From an optimization exercise on the open Yosys and OpenROAD flow, aimed at small area; shortcuts taken in it are not production practice.
RTL that was checked went through simulation tests only; none was proved equivalent to the original.

==> run a: inputs <==
Design sw_top, start of the top module:
module sw_top (
    input  logic          clk,
    input  logic          reset,
    input  logic          valid_i,
    input  logic [1:0]    data_ref_i,
    input  logic [1:0]    data_query_i,
    output logic          finish_o,
    output logic [20:0]   best_o
);
==> module sw_top, before the edit <==
module sw_top (
    input  logic          clk,
    input  logic          reset,
    input  logic          valid_i,
    input  logic [1:0]    data_ref_i,
    input  logic [1:0]    data_query_i,
    output logic          finish_o,
    output logic [20:0]   best_o
);
    logic [6:0]  cnt_q;      
    logic [5:0]  rp_q;       
    logic [3:0]  qp_q;       
    logic        bub_q;      
    logic        loaded, front, take, run, real_cell, row_end, first_row, front_row, first_cell, done;
    assign loaded    = cnt_q[6];
    assign front     = (cnt_q[6:4] == 3'd0);
    assign take      = valid_i & ~loaded;
    assign run       = ~front;
    assign real_cell = run & ~bub_q;
    assign row_end   = (qp_q == 4'd0);
    assign first_row = (rp_q == 6'd1);
    assign front_row = ((rp_q[5:4] == 2'd0) & (rp_q[3:0] != 4'd0)) | (rp_q == 6'd16);
    assign first_cell = first_row & (qp_q == 4'd1);
    assign done      = loaded & first_cell;
    logic [31:0] qry_q;      
    logic [31:0] frt_q;      
    logic [95:0] bck_q;      
    always_ff @(posedge clk) begin
        if ((take & front) | run)
            qry_q <= {qry_q[29:0], run ? qry_q[31:30] : data_query_i};
        if ((take & front) | (real_cell & row_end & front_row))
            frt_q <= {frt_q[29:0], data_ref_i};
        if ((take & ~front) | (real_cell & row_end & ~front_row))
            bck_q <= {bck_q[93:0], data_ref_i};
    end
    logic [1:0] qbase, rbase;
    assign qbase = qry_q[31:30];
    assign rbase = front_row ? frt_q[31:30] : bck_q[95:94];
    logic [3:0] ring_q [0:15];
    logic [3:0] ring_in;
    always_ff @(posedge clk) begin
        ring_q[0] <= ring_in;
        for (int k = 1; k < 16; k++) ring_q[k] <= ring_q[k-1];
    end
    logic [5:0] hl_q;        
    logic [2:0] vv_q;        
    logic       g_q;         
    logic [2:0] dd;
    logic       f;
    logic [2:0] u, l, d4, dd_new, vv_new;
    logic       zx, f_new, g_new, uh, lh, ul;
    logic [5:0] h_new;
    always_comb begin
        if (first_row) begin
            dd = 3'd2;
            f  = 1'b0;
        end else begin
            dd = ring_q[15][3:1];
            f  = ring_q[15][0];
        end
        u = dd + {2'b0, f};
        l = vv_q + {2'b0, g_q};
        zx = (hl_q[5:3] == 3'd0) & (vv_q[2] | vv_q[1]) &
             (hl_q[2:0] == {vv_q[2] & vv_q[1], ~vv_q[1], vv_q[0]});
        uh = u[2];                       
        lh = l[2];                       
        ul = (u >= l);
        if (rbase == qbase) begin
            d4    = 3'd6;
            f_new = (u == 3'd6);
            g_new = (l == 3'd6);
        end else if (uh | lh) begin
            d4    = ul ? u : l;
            f_new = ul;
            g_new = (l >= u);
        end else begin
            d4    = zx ? 3'd4 : 3'd3;   
            f_new = ~zx & (u == 3'd3);
            g_new = ~zx & (l == 3'd3);
        end
        dd_new = d4 - vv_q;
        vv_new = d4 - dd;
        h_new  = hl_q + {3'b0, dd_new} - 6'd2;
        ring_in = real_cell ? {dd_new, f_new} : ring_q[15];
    end
    always_ff @(posedge clk) begin
        if (row_end | ~run) begin
            hl_q <= '0;
            vv_q <= 3'd2;
            g_q  <= 1'b0;
        end else begin
            hl_q <= h_new;
            vv_q <= vv_new;
            g_q  <= g_new;
        end
    end
    logic [5:0] bs_q;
    logic [5:0] br_q;
    logic [3:0] bc_q;
    logic       upd;
    assign upd = real_cell & (first_cell | (h_new > bs_q) |
                 ((h_new == bs_q) & (qp_q != 4'd0) & ((bc_q == 4'd0) | (qp_q < bc_q))));
    always_ff @(posedge clk) begin
        if (upd) begin
            bs_q <= h_new;
            br_q <= rp_q;
            bc_q <= qp_q;
        end
    end
    logic [6:0]  cnt_inc;
    assign cnt_inc = cnt_q + {6'd0, take};
    logic [5:0]  osc_q;      
    logic [9:0]  opos_q;     
    logic        nz;
    assign nz = (osc_q != 6'd0);
    always_ff @(posedge clk) begin
        if (done) opos_q <= {br_q, bc_q};
    end
    always_ff @(posedge clk or posedge reset) begin
        if (reset) begin
            cnt_q <= '0;
            rp_q  <= 6'd1;
            qp_q  <= 4'd1;
            bub_q <= 1'b0;
            osc_q <= '0;
        end else begin
            cnt_q <= {cnt_inc[6] & ~done, cnt_inc[5:0]};
            if (done) osc_q <= bs_q;
            qp_q <= run ? qp_q + 4'd1 : 4'd1;
            rp_q <= rp_q + {5'd0, real_cell & row_end};
            if (run & row_end) begin
                bub_q <= ~loaded & (rp_q[5:1] == 5'b01000);
            end
        end
    end
    assign finish_o = ~run & (qp_q == 4'd2);
    assign best_o   = {2'b00, osc_q,
                       nz & (opos_q[9:4] == 6'd0), nz ? opos_q[9:4] : 6'd0, 1'b0,
                       nz & (opos_q[3:0] == 4'd0), nz ? opos_q[3:0] : 4'd0};
endmodule
==> flow/config.mk <==
export PLATFORM = sky130hd
export DESIGN_NAME = sw_top
export DESIGN_NICKNAME = sw_top
export VERILOG_FILES = /design/flow/design.v
export SDC_FILE = /design/flow/constraint.sdc
export NUM_CORES = 4
export LEC_CHECK = 0
export CAP_MARGIN = 20
export CORE_MARGIN = 2
export CORE_UTILIZATION = 40
export GPL_TIMING_DRIVEN = 0
export SLEW_MARGIN = 20
==> flow/constraint.sdc <==
create_clock -name core_clock -period 11.0 [get_ports {clk}]
set_input_delay 2.2000 -clock core_clock [delete_from_list [all_inputs] [get_ports {clk}]]
set_output_delay 2.2000 -clock core_clock [all_outputs]
set_load 0.01 [all_outputs]
standard.sh (not shown) runs the stock make flow with config.mk's settings and CLKGATE_MAP_FILE= SYNTH_SCRIPT=/design/flow/synth_recipe.tcl, a recipe that flattens the netlist after the stock synthesis.
==> flow/flow/run.sh <==
#!/bin/bash
# The standard layout (the standard.sh: unchanged synthesis, floorplan,
# power grid and placement) with two knobs changed:
#  - port buffers are sky130_fd_sc_hd__buf_1 instead of the default pick
#  - clock tree synthesis with these options and no dummy loads
# The run's full output goes to standard.log here; ORFS's own per-step logs
# are under orfs/logs/.
set -euo pipefail
export BUFFER_PORTS_ARGS="-buffer_cell sky130_fd_sc_hd__buf_1"
export CTS_ARGS="-sink_clustering_enable -repair_clock_nets -sink_clustering_size 20 -sink_clustering_max_diameter 60 -buf_list sky130_fd_sc_hd__clkbuf_8 -dont_use_dummy_load"
bash standard.sh > standard.log 2>&1
==> run b: changes against run a <==
--- a/flow/design.v
+++ b/flow/design.v
@@ -14,3 +14,3 @@
     logic        bub_q;      
-    logic        loaded, front, take, run, real_cell, row_end, first_row, front_row, first_cell, done;
+    logic        loaded, front, take, run, real_cell, row_end, first_row, front_row, done;
     assign loaded    = cnt_q[6];
@@ -23,4 +23,3 @@
     assign front_row = ((rp_q[5:4] == 2'd0) & (rp_q[3:0] != 4'd0)) | (rp_q == 6'd16);
-    assign first_cell = first_row & (qp_q == 4'd1);
-    assign done      = loaded & first_cell;
+    assign done      = loaded & first_row & (qp_q == 4'd1);
     logic [31:0] qry_q;      
@@ -46,8 +45,8 @@
     logic [5:0] hl_q;        
-    logic [2:0] vv_q;        
+    logic [2:0] l_q;         
     logic       g_q;         
-    logic [2:0] dd;
+    logic [2:0] u;
     logic       f;
-    logic [2:0] u, l, d4, dd_new, vv_new;
-    logic       zx, f_new, g_new, uh, lh, ul;
+    logic [2:0] m4, d4, t, u_new, l_new;
+    logic       zx, f_new, g_new;
     logic [5:0] h_new;
@@ -55,32 +54,24 @@
         if (first_row) begin
-            dd = 3'd2;
-            f  = 1'b0;
+            u = 3'd2;
+            f = 1'b0;
         end else begin
-            dd = ring_q[15][3:1];
-            f  = ring_q[15][0];
+            u = ring_q[15][3:1];
+            f = ring_q[15][0];
         end
-        u = dd + {2'b0, f};
-        l = vv_q + {2'b0, g_q};
-        zx = (hl_q[5:3] == 3'd0) & (vv_q[2] | vv_q[1]) &
-             (hl_q[2:0] == {vv_q[2] & vv_q[1], ~vv_q[1], vv_q[0]});
-        uh = u[2];                       
-        lh = l[2];                       
-        ul = (u >= l);
+        zx = (hl_q[5:3] == 3'd0) & (({1'b0, hl_q[2:0]} + {3'd0, g_q} + 4'd2) == {1'b0, l_q});
         if (rbase == qbase) begin
-            d4    = 3'd6;
-            f_new = (u == 3'd6);
-            g_new = (l == 3'd6);
-        end else if (uh | lh) begin
-            d4    = ul ? u : l;
-            f_new = ul;
-            g_new = (l >= u);
+            m4 = 3'd6;
         end else begin
-            d4    = zx ? 3'd4 : 3'd3;   
-            f_new = ~zx & (u == 3'd3);
-            g_new = ~zx & (l == 3'd3);
+            m4 = 3'd3;
+            if (u > m4) m4 = u;
+            if (l_q > m4) m4 = l_q;
         end
-        dd_new = d4 - vv_q;
-        vv_new = d4 - dd;
-        h_new  = hl_q + {3'b0, dd_new} - 6'd2;
-        ring_in = real_cell ? {dd_new, f_new} : ring_q[15];
+        d4 = (zx && m4 == 3'd3) ? 3'd4 : m4;    
+        f_new = (u == d4);
+        g_new = (l_q == d4);
+        t     = d4 - l_q + {2'b0, g_q};         
+        u_new = t + {2'b0, f_new};
+        l_new = d4 - u + {2'b0, f} + {2'b0, g_new};
+        h_new = hl_q + {3'b0, t} - 6'd2;
+        ring_in = real_cell ? {u_new, f_new} : ring_q[15];
     end
@@ -89,3 +80,3 @@
             hl_q <= '0;
-            vv_q <= 3'd2;
+            l_q  <= 3'd2;
             g_q  <= 1'b0;
@@ -93,3 +84,3 @@
             hl_q <= h_new;
-            vv_q <= vv_new;
+            l_q  <= l_new;
             g_q  <= g_new;
@@ -101,6 +92,8 @@
     logic       upd;
-    assign upd = real_cell & (first_cell | (h_new > bs_q) |
+    assign upd = real_cell & ((h_new > bs_q) |
                  ((h_new == bs_q) & (qp_q != 4'd0) & ((bc_q == 4'd0) | (qp_q < bc_q))));
     always_ff @(posedge clk) begin
-        if (upd) begin
+        if (!run) begin
+            bs_q <= '0;
+        end else if (upd) begin
             bs_q <= h_new;
--- a/flow/flow/run.sh
+++ b/flow/flow/run.sh
@@ -9,3 +9,3 @@
 export BUFFER_PORTS_ARGS="-buffer_cell sky130_fd_sc_hd__buf_1"
-export CTS_ARGS="-sink_clustering_enable -repair_clock_nets -sink_clustering_size 20 -sink_clustering_max_diameter 60 -buf_list sky130_fd_sc_hd__clkbuf_8 -dont_use_dummy_load"
+export CTS_ARGS="-sink_clustering_enable -repair_clock_nets -sink_clustering_size 22 -sink_clustering_max_diameter 50 -buf_list sky130_fd_sc_hd__clkbuf_8 -dont_use_dummy_load"
 bash standard.sh > standard.log 2>&1
Settings changed: GPL_TIMING_DRIVEN 0 to unset.
==> run c: changes against run a <==
--- a/flow/design.v
+++ b/flow/design.v
@@ -51,12 +51,8 @@
     logic [2:0] u, l, d4, dd_new, vv_new;
-    logic       zx, f_new, g_new, uh, lh, ul;
+    logic       zx, f_new, g_new, uh, lh, ul, lu;
     logic [5:0] h_new;
+    logic [3:0] dm;
     always_comb begin
-        if (first_row) begin
-            dd = 3'd2;
-            f  = 1'b0;
-        end else begin
-            dd = ring_q[15][3:1];
-            f  = ring_q[15][0];
-        end
+        dd = ring_q[15][3:1];
+        f  = ring_q[15][0];
         u = dd + {2'b0, f};
@@ -67,3 +63,8 @@
         lh = l[2];                       
-        ul = (u >= l);
+        ul = 1'b1;
+        lu = 1'b1;
+        for (int k = 0; k < 3; k++) begin
+            ul = (u[k] & ~l[k]) | ((u[k] | ~l[k]) & ul);
+            lu = (l[k] & ~u[k]) | ((l[k] | ~u[k]) & lu);
+        end
         if (rbase == qbase) begin
@@ -75,3 +76,3 @@
             f_new = ul;
-            g_new = (l >= u);
+            g_new = lu;
         end else begin
@@ -83,4 +84,5 @@
         vv_new = d4 - dd;
-        h_new  = hl_q + {3'b0, dd_new} - 6'd2;
-        ring_in = real_cell ? {dd_new, f_new} : ring_q[15];
+        dm     = {1'b0, dd_new} - 4'd2;
+        h_new  = hl_q + {{2{dm[3]}}, dm};
+        ring_in = real_cell ? {dd_new, f_new} : (run ? ring_q[15] : 4'b0100);
     end
@@ -101,4 +103,12 @@
     logic       upd;
-    assign upd = real_cell & (first_cell | (h_new > bs_q) |
-                 ((h_new == bs_q) & (qp_q != 4'd0) & ((bc_q == 4'd0) | (qp_q < bc_q))));
+    logic       tie;         
+    logic       c_col, c_sc;
+    always_comb begin
+        c_col = 1'b0;
+        for (int k = 0; k < 4; k++) c_col = (bc_q[k] & ~qp_q[k]) | ((bc_q[k] | ~qp_q[k]) & c_col);
+        tie = (qp_q != 4'd0) & ((bc_q == 4'd0) | c_col);
+        c_sc = tie;
+        for (int k = 0; k < 6; k++) c_sc = (h_new[k] & ~bs_q[k]) | ((h_new[k] | ~bs_q[k]) & c_sc);
+    end
+    assign upd = real_cell & (first_cell | c_sc);
     always_ff @(posedge clk) begin
Settings changed: GPL_TIMING_DRIVEN 0 to unset.
==> notes.md <==
status=finished clean; register area share after synthesis=0.8114; fraction of layout instances using a drive strength above 1=0.07719; Skew-Pair Late Insertion Delay=0.52 ns
# the run above: run a

==> notes.md <==
RR Endpoint=bs_q[2]; sequential cell count=284; fraction of layout instances using a drive strength above 1=0.07107; Skew-Pair Late Insertion Delay=0.55 ns; status=finished clean
# the run above: run b

==> notes.md <==
Skew-Pair Late Insertion Delay=0.52 ns; register area share after synthesis=0.8302; fraction of layout instances using a drive strength above 1=0.06750; status=finished clean
# the run above: run c

Function not checked in run a: the RTL went through the layout flow alone.

-- afterwards: timing with drivers on the ports --
The flow's constraints put no driver on any port. The routed layouts listed below were extracted and timed again, unchanged, in two steps. Step 1 assumes that a clkbuf_16 drives the clock port and a buf_2 every other input. Step 2 times the ports against the registers' clock, not the clock port: input delays grow and output delays shrink by t, the midpoint of the rising clock arrivals with the driver on. a / b / c = ideal / step 1 / step 2; a / b = the first two.
run	t, ns	setup WS [ns]	worst hold slack (ns)	latest minus earliest clock arrival (ns)	worst register clock-pin slew, ns
run a	0.541	3.418 / 3.418 / 3.418	0.295 / 0.295 / 0.295	0.043 / 0.043	0.12 / 0.12
run b	0.555	2.942 / 2.942 / 2.942	0.293 / 0.293 / 0.293	0.066 / 0.066	0.12 / 0.12
run c	0.539	4.872 / 4.872 / 4.872	0.300 / 0.300 / 0.300	0.038 / 0.038	0.11 / 0.11
After both steps every run listed still meets setup and hold.
